From an optimization exercise on the open Yosys and OpenROAD flow, aimed at small area, a short achievable clock period and few clock cycles per item; shortcuts taken in it are not production practice.
Power and IR drop assume default switching activity.

## ospfb_top
module ospfb_top #(
  parameter int FFT_LEN = 32,
  parameter int DEC_FAC = 24,
  parameter int PTAPS   = 4,
  localparam int BR_W   = $clog2(FFT_LEN)
) (
  input  logic    clk,
  input  logic    rst_n,
  input  logic    in_valid,
  input  ospfb_pkg::sample_t in_data,
  output logic    in_ready,
  output logic    out_valid,
  output ospfb_pkg::out_t    out_data,
  output logic    out_last,
  output logic    out_sat,
  output logic    frame_start
);
==> module ospfb_ctrl, before the edit <==
module ospfb_ctrl #(
  parameter int FFT_LEN = 32,
  parameter int DEC_FAC = 24,
  parameter int PTAPS   = 4,
  localparam int BR_W   = $clog2(FFT_LEN)
) (
  input  logic                     clk,
  input  logic                     rst_n,
  input  logic                     in_valid,
  output logic                     in_ready,
  output logic [FFT_LEN-1:0]       wsel,
  output logic                     commit,
  output logic                     late,
  output logic                     beat_valid,
  output logic                     beat_last,
  output logic [PTAPS*DIG_W-1:0]   beat_dig,
  output logic                     frame_start
);
  localparam int NCOEF = FFT_LEN * PTAPS;
  logic [DIG_W-1:0] dig_tab [NCOEF];
  for (genvar k = 0; k < NCOEF; k++) begin : g_coef
    localparam int H  = ((3 * k) % 11) - 5;
    localparam int B  = (H >= 3) ? 1 : ((H <= -3) ? -1 : 0);
    localparam int A  = H - 4 * B;
    assign dig_tab[k] = {A != 0, (A == 2) || (A == -2), A < 0, B != 0, B < 0};
  end
  logic [4:0]  koff;
  logic [4:0]  rres;     
  logic [4:0]  rres_m1;  
  logic        rd_act;
  logic        end_q;    
  logic        ok;
  logic        chk_q;    
  logic        fresh;
  logic [1:0]  g2;       
  logic [2:0]  gs;       
  logic [4:0]  prd_p1;   
  logic [2:0]  frs;      
  logic signed [6:0] dw;  
  logic signed [6:0] da;  
  logic [FFT_LEN-1:0] pvr;     
  logic [4:0]  apos;     
  logic [4:0]  wres;
  logic [4:0]  ares;
  logic [4:0]  ares_p1;
  logic        inv;
  logic        rdy_q;    
  logic        accept;
  logic        end_sw;
  logic        start_rd;
  logic [4:0]  koff_n;
  logic [4:0]  rres_n;
  logic        rd_n;
  logic [1:0]  g2_n;
  logic [2:0]  gs_n;
  logic [2:0]  frs_n;
  logic signed [6:0] dw_n;
  logic [4:0]  age_nx;
  logic [7:0]  dw_f;
  logic [4:0]  age_1;
  logic        pv_nx;      
  logic        commit_n;
  logic [7:0]  x0, x1;
  logic        chk_n;
  logic        free_0, free_1;
  logic        rdy_0, rdy_1;
  logic [4:0]  p_n;
  logic [4:0]  wpos;
  logic [PTAPS*DIG_W-1:0] dig_n, dig_c, dig_s;
  assign accept   = in_valid && rdy_q;
  assign end_sw   = end_q;
  assign start_rd = end_sw && ((ok && chk_q) || (!dw[6] && gs < 3'd2));
  assign koff_n = fresh ? 5'd7  : koff + 5'd1;
  assign rres_n = fresh ? 5'd16 : rres_m1;
  assign rd_n   = end_sw ? start_rd : rd_act;
  assign g2_n   = g2 + 2'(start_rd);
  assign gs_n   = (start_rd && gs != 3'd5) ? gs + 3'd1 : gs;
  assign frs_n  = start_rd ? gs : frs;
  assign dw_f     = start_rd ? 8'(dw) : 8'(dw) + 8'd24;
  assign age_1    = 5'(wres - 5'd1 - rres_m1);
  assign late     = rd_n && pvr[1] && ($signed(dw_f) <= $signed({3'b000, age_1}));
  assign pv_nx    = (pvr[1] && !late) || wsel[0];
  assign dw_n     = dw + 7'(inv) - (start_rd ? 7'sd24 : 7'sd0);
  assign age_nx   = 5'(wres + 5'(inv) - 5'd1 - rres_m1);
  assign commit_n = !fresh && pv_nx && (dw_n <= $signed({2'b00, age_nx}));
  assign x0 = 8'(dw) + 8'(inv) + 8'(5'({2'(3 * g2), 3'b000} + koff + 5'd1));
  assign x1 = 8'(dw) + 8'(inv) - 8'd24 + 8'({2'(3 * (g2 + 2'd1)), 3'b000});
  assign chk_n = start_rd ? !x1[7] : !x0[7];
  assign free_0 = !pvr[apos] || (commit && apos == 5'd0) || ((late || commit_n) && apos == 5'd1);
  assign free_1 = !pvr[5'(apos - 5'd1)] || (commit && apos == 5'd1) || ((late || commit_n) && apos == 5'd2);
  assign rdy_0 = free_0 && (start_rd ? (da < 7'sd48) : (da < 7'sd24));
  assign rdy_1 = free_1 && (start_rd ? (da < 7'sd47) : (da < 7'sd23));
  assign wpos = 5'(rres_m1 - wres);
  assign wsel = inv ? (FFT_LEN'(1) << wpos) : '0;
  function automatic logic [PTAPS*DIG_W-1:0] beat_digits(input logic [4:0] p, input logic [2:0] f);
    logic [7:0] thr;
    case (f)
      3'd0:    thr = 8'd24;
      3'd1:    thr = 8'd48;
      3'd2:    thr = 8'd72;
      3'd3:    thr = 8'd96;
      3'd4:    thr = 8'd120;
      default: thr = 8'd255;
    endcase
    for (int t = 0; t < PTAPS; t++) begin
      if ((8'(32 * t) + 8'(p)) >= thr)
        beat_digits[t*DIG_W +: DIG_W] = '0;
      else
        beat_digits[t*DIG_W +: DIG_W] = dig_tab[t*FFT_LEN + int'(p)];
    end
  endfunction
  assign dig_c = beat_digits(prd_p1, frs);
  assign dig_s = beat_digits({2'(3 * g2), 3'b000}, gs);
  assign dig_n = start_rd ? dig_s : dig_c;
  assign p_n   = start_rd ? {2'(3 * g2), 3'b000} : prd_p1;
  always_ff @(posedge clk or negedge rst_n) begin
    if (!rst_n) begin
      rd_act      <= 1'b0;
      end_q       <= 1'b0;
      ok          <= 1'b0;
      chk_q       <= 1'b0;
      fresh       <= 1'b1;
      g2          <= '0;
      gs          <= '0;
      dw          <= -7'sd24;
      da          <= -7'sd24;
      pvr         <= '0;
      apos        <= 5'd16;
      wres        <= '0;
      ares        <= '0;
      ares_p1     <= 5'd1;
      inv         <= 1'b0;
      in_ready    <= 1'b0;
      rdy_q       <= 1'b0;
      beat_valid  <= 1'b0;
      beat_last   <= 1'b0;
      frame_start <= 1'b0;
    end else begin
      rd_act   <= rd_n;
      end_q    <= (koff_n == 5'd31);
      ok       <= fresh ? 1'b0 : (end_sw ? 1'b1 : (ok && chk_q));
      chk_q    <= chk_n;
      if (accept) fresh <= 1'b0;
      g2       <= g2_n;
      gs       <= gs_n;
      dw       <= dw_n;
      da       <= da + 7'(accept) - (start_rd ? 7'sd24 : 7'sd0);
      pvr      <= wsel | {pvr[0] && !commit, pvr[FFT_LEN-1:2], pvr[1] && !late};
      apos     <= 5'((fresh ? 5'd17 : apos) - 5'd1 - 5'(accept));
      wres     <= wres + 5'(inv);
      if (accept) begin
        ares    <= ares_p1;
        ares_p1 <= ares_p1 + 5'd1;
      end
      inv      <= accept;
      in_ready <= (in_valid && in_ready) ? rdy_1 : rdy_0;
      rdy_q    <= accept ? rdy_1 : rdy_0;
      beat_valid  <= rd_n;
      beat_last   <= rd_n && (koff_n == 5'd31);
      frame_start <= rd_n && (koff_n == 5'd0);
    end
  end
  always_ff @(posedge clk) begin
    koff    <= koff_n;
    rres    <= rres_n;
    rres_m1 <= rres_n - 5'd1;
    prd_p1  <= p_n + 5'd1;
    frs     <= frs_n;
    commit  <= commit_n;
  end
  always_ff @(posedge clk) begin
    beat_dig <= dig_n;
  end
endmodule
==> flow/config.mk <==
export PLATFORM = sky130hd
export DESIGN_NAME = ospfb_top
export DESIGN_NICKNAME = ospfb_top
export VERILOG_FILES = /design/flow/design.v
export SDC_FILE = /design/flow/constraint.sdc
export NUM_CORES = 4
export LEC_CHECK = 0
export ABC_CLOCK_PERIOD_IN_PS = 3000
export CAP_MARGIN = 20
export CORE_MARGIN = 2
export CORE_UTILIZATION = 40
export CTS_CLUSTER_DIAMETER = 150
export CTS_CLUSTER_SIZE = 28
export SLEW_MARGIN = 20
==> flow/constraint.sdc <==
create_clock -name core_clock -period 9.0 [get_ports {clk}]
set_input_delay 1.8000 -clock core_clock [delete_from_list [all_inputs] [get_ports {clk}]]
set_output_delay 1.8000 -clock core_clock [all_outputs]
set_load 0.01 [all_outputs]
standard.sh (not shown) runs the stock make flow with config.mk's settings and CLKGATE_MAP_FILE= SYNTH_SCRIPT=/design/flow/synth_recipe.tcl, a recipe that flattens the netlist after the stock synthesis.
==> flow/flow/run.sh <==
#!/bin/bash
# Layout flow: the standard flow (standard.sh, unchanged synthesis) with
# two repair settings changed: timing repair aims below the clock period
# (a larger setup margin), and ports are buffered with buf_4 cells.
# make's full output goes to run_make.log in the work folder.
set -euo pipefail
cd "$(dirname "$0")/.."
MARGIN=${MARGIN:-5.9}
bash standard.sh \
  "SETUP_SLACK_MARGIN=${MARGIN}" \
  "BUFFER_PORTS_ARGS=-buffer_cell sky130_fd_sc_hd__buf_4" \
  finish > run_make.log 2>&1
test -f out/final.def
Rerun with:
--- a/flow/design.v
+++ b/flow/design.v
@@ -68,13 +68,14 @@
   logic        rd_n;
   logic [1:0]  g2_n;
   logic [2:0]  gs_n;
   logic [2:0]  frs_n;
   logic signed [6:0] dw_n;
-  logic [4:0]  age_nx;
-  logic [7:0]  dw_f;
-  logic [4:0]  age_1;
+  logic [4:0]  age0;
+  logic        le_0, le_24, le_m24;
+  logic        wr_next;
+  logic [4:0]  wpos_q;   
   logic        pv_nx;      
   logic        commit_n;
   logic [7:0]  x0, x1;
   logic        chk_n;
   logic        free_0, free_1;
@@ -89,26 +90,29 @@
   assign rres_n = fresh ? 5'd16 : rres_m1;
   assign rd_n   = end_sw ? start_rd : rd_act;
   assign g2_n   = g2 + 2'(start_rd);
   assign gs_n   = (start_rd && gs != 3'd5) ? gs + 3'd1 : gs;
   assign frs_n  = start_rd ? gs : frs;
-  assign dw_f     = start_rd ? 8'(dw) : 8'(dw) + 8'd24;
-  assign age_1    = 5'(wres - 5'd1 - rres_m1);
-  assign late     = rd_n && pvr[1] && ($signed(dw_f) <= $signed({3'b000, age_1}));
+  assign age0     = 5'(wres - 5'd1 - rres_m1);
+  assign le_0     = $signed({dw[6], dw}) <= $signed({3'b000, age0});
+  assign le_24    = ($signed({dw[6], dw}) - 8'sd24) <= $signed({3'b000, age0});
+  assign le_m24   = ($signed({dw[6], dw}) + 8'sd24) <= $signed({3'b000, age0});
+  assign late     = pvr[1] && ((end_sw || !rd_act) ? (le_0 && gs <= 3'd1) : (le_m24 && gs <= 3'd2));
   assign pv_nx    = (pvr[1] && !late) || wsel[0];
   assign dw_n     = dw + 7'(inv) - (start_rd ? 7'sd24 : 7'sd0);
-  assign age_nx   = 5'(wres + 5'(inv) - 5'd1 - rres_m1);
-  assign commit_n = !fresh && pv_nx && (dw_n <= $signed({2'b00, age_nx}));
+  assign wr_next  = inv && (wres == rres_m1);
+  assign commit_n = !fresh && pv_nx &&
+                    (wr_next ? (start_rd ? (dw < 7'sd24) : dw[6]) : (start_rd ? le_24 : le_0));
   assign x0 = 8'(dw) + 8'(inv) + 8'(5'({2'(3 * g2), 3'b000} + koff + 5'd1));
   assign x1 = 8'(dw) + 8'(inv) - 8'd24 + 8'({2'(3 * (g2 + 2'd1)), 3'b000});
   assign chk_n = start_rd ? !x1[7] : !x0[7];
   assign free_0 = !pvr[apos] || (commit && apos == 5'd0) || ((late || commit_n) && apos == 5'd1);
   assign free_1 = !pvr[5'(apos - 5'd1)] || (commit && apos == 5'd1) || ((late || commit_n) && apos == 5'd2);
   assign rdy_0 = free_0 && (start_rd ? (da < 7'sd48) : (da < 7'sd24));
   assign rdy_1 = free_1 && (start_rd ? (da < 7'sd47) : (da < 7'sd23));
-  assign wpos = 5'(rres_m1 - wres);
-  assign wsel = inv ? (FFT_LEN'(1) << wpos) : '0;
+  assign wpos = 5'(rres_n - 5'd1 - ares);
+  assign wsel = inv ? (FFT_LEN'(1) << wpos_q) : '0;
   function automatic logic [PTAPS*DIG_W-1:0] beat_digits(input logic [4:0] p, input logic [2:0] f);
     logic [7:0] thr;
     case (f)
       3'd0:    thr = 8'd24;
       3'd1:    thr = 8'd48;
@@ -175,10 +179,11 @@
       frame_start <= rd_n && (koff_n == 5'd0);
     end
   end
   always_ff @(posedge clk) begin
     koff    <= koff_n;
+    wpos_q  <= wpos;
     rres    <= rres_n;
     rres_m1 <= rres_n - 5'd1;
     prd_p1  <= p_n + 5'd1;
     frs     <= frs_n;
     commit  <= commit_n;
Clock power goes up by about 1%.
Design area goes down by 0.40%.
Core utilization goes down by 0.65 points.
Global-route usage goes down by 0.12 points.
Setup slack got worse by 450 ps.
Register-to-register slack got worse by 450 ps.
Hold slack improved by 18 ps.
Clock skew goes down by 25 ps.
Cell count goes up by 0.63%.
Flip-flop and latch count goes up by 15.
No run of this note included a check of the RTL's function; only the layout flow was run.

what the ideal ports hide:
No port has a modelled driver above. Below, the same layouts with a new extraction and two added sets of constraints. Step 1, drivers: a clkbuf_16 drives clk and a buf_2 each remaining input, both assumed. Step 2 moves the port delays by t, midway between the first and last clock arrival at a register: inputs arrive t later, outputs are due t later. That takes back most of the time a late clock gives input paths. a / b / c = no drivers / after step 1 / after step 2; a / b = the first two.
run | shift t [ns] | setup WS [ns] | worst setup path at the end | clock arrival spread, ns | worst data-port slew with drivers (ns)
the first run | 0.831 | 5.837 / 5.809 / 5.506 | input to register | 0.082 / 0.082 | 0.05
the second run | 0.843 | 5.382 / 5.382 / 5.382 | register to register | 0.057 / 0.056 | 0.05
After both steps every run listed still meets setup and hold. For the first run, which loses most, drivers alone change the setup slack by -0.028 ns; drivers and shift together by -0.331 ns.
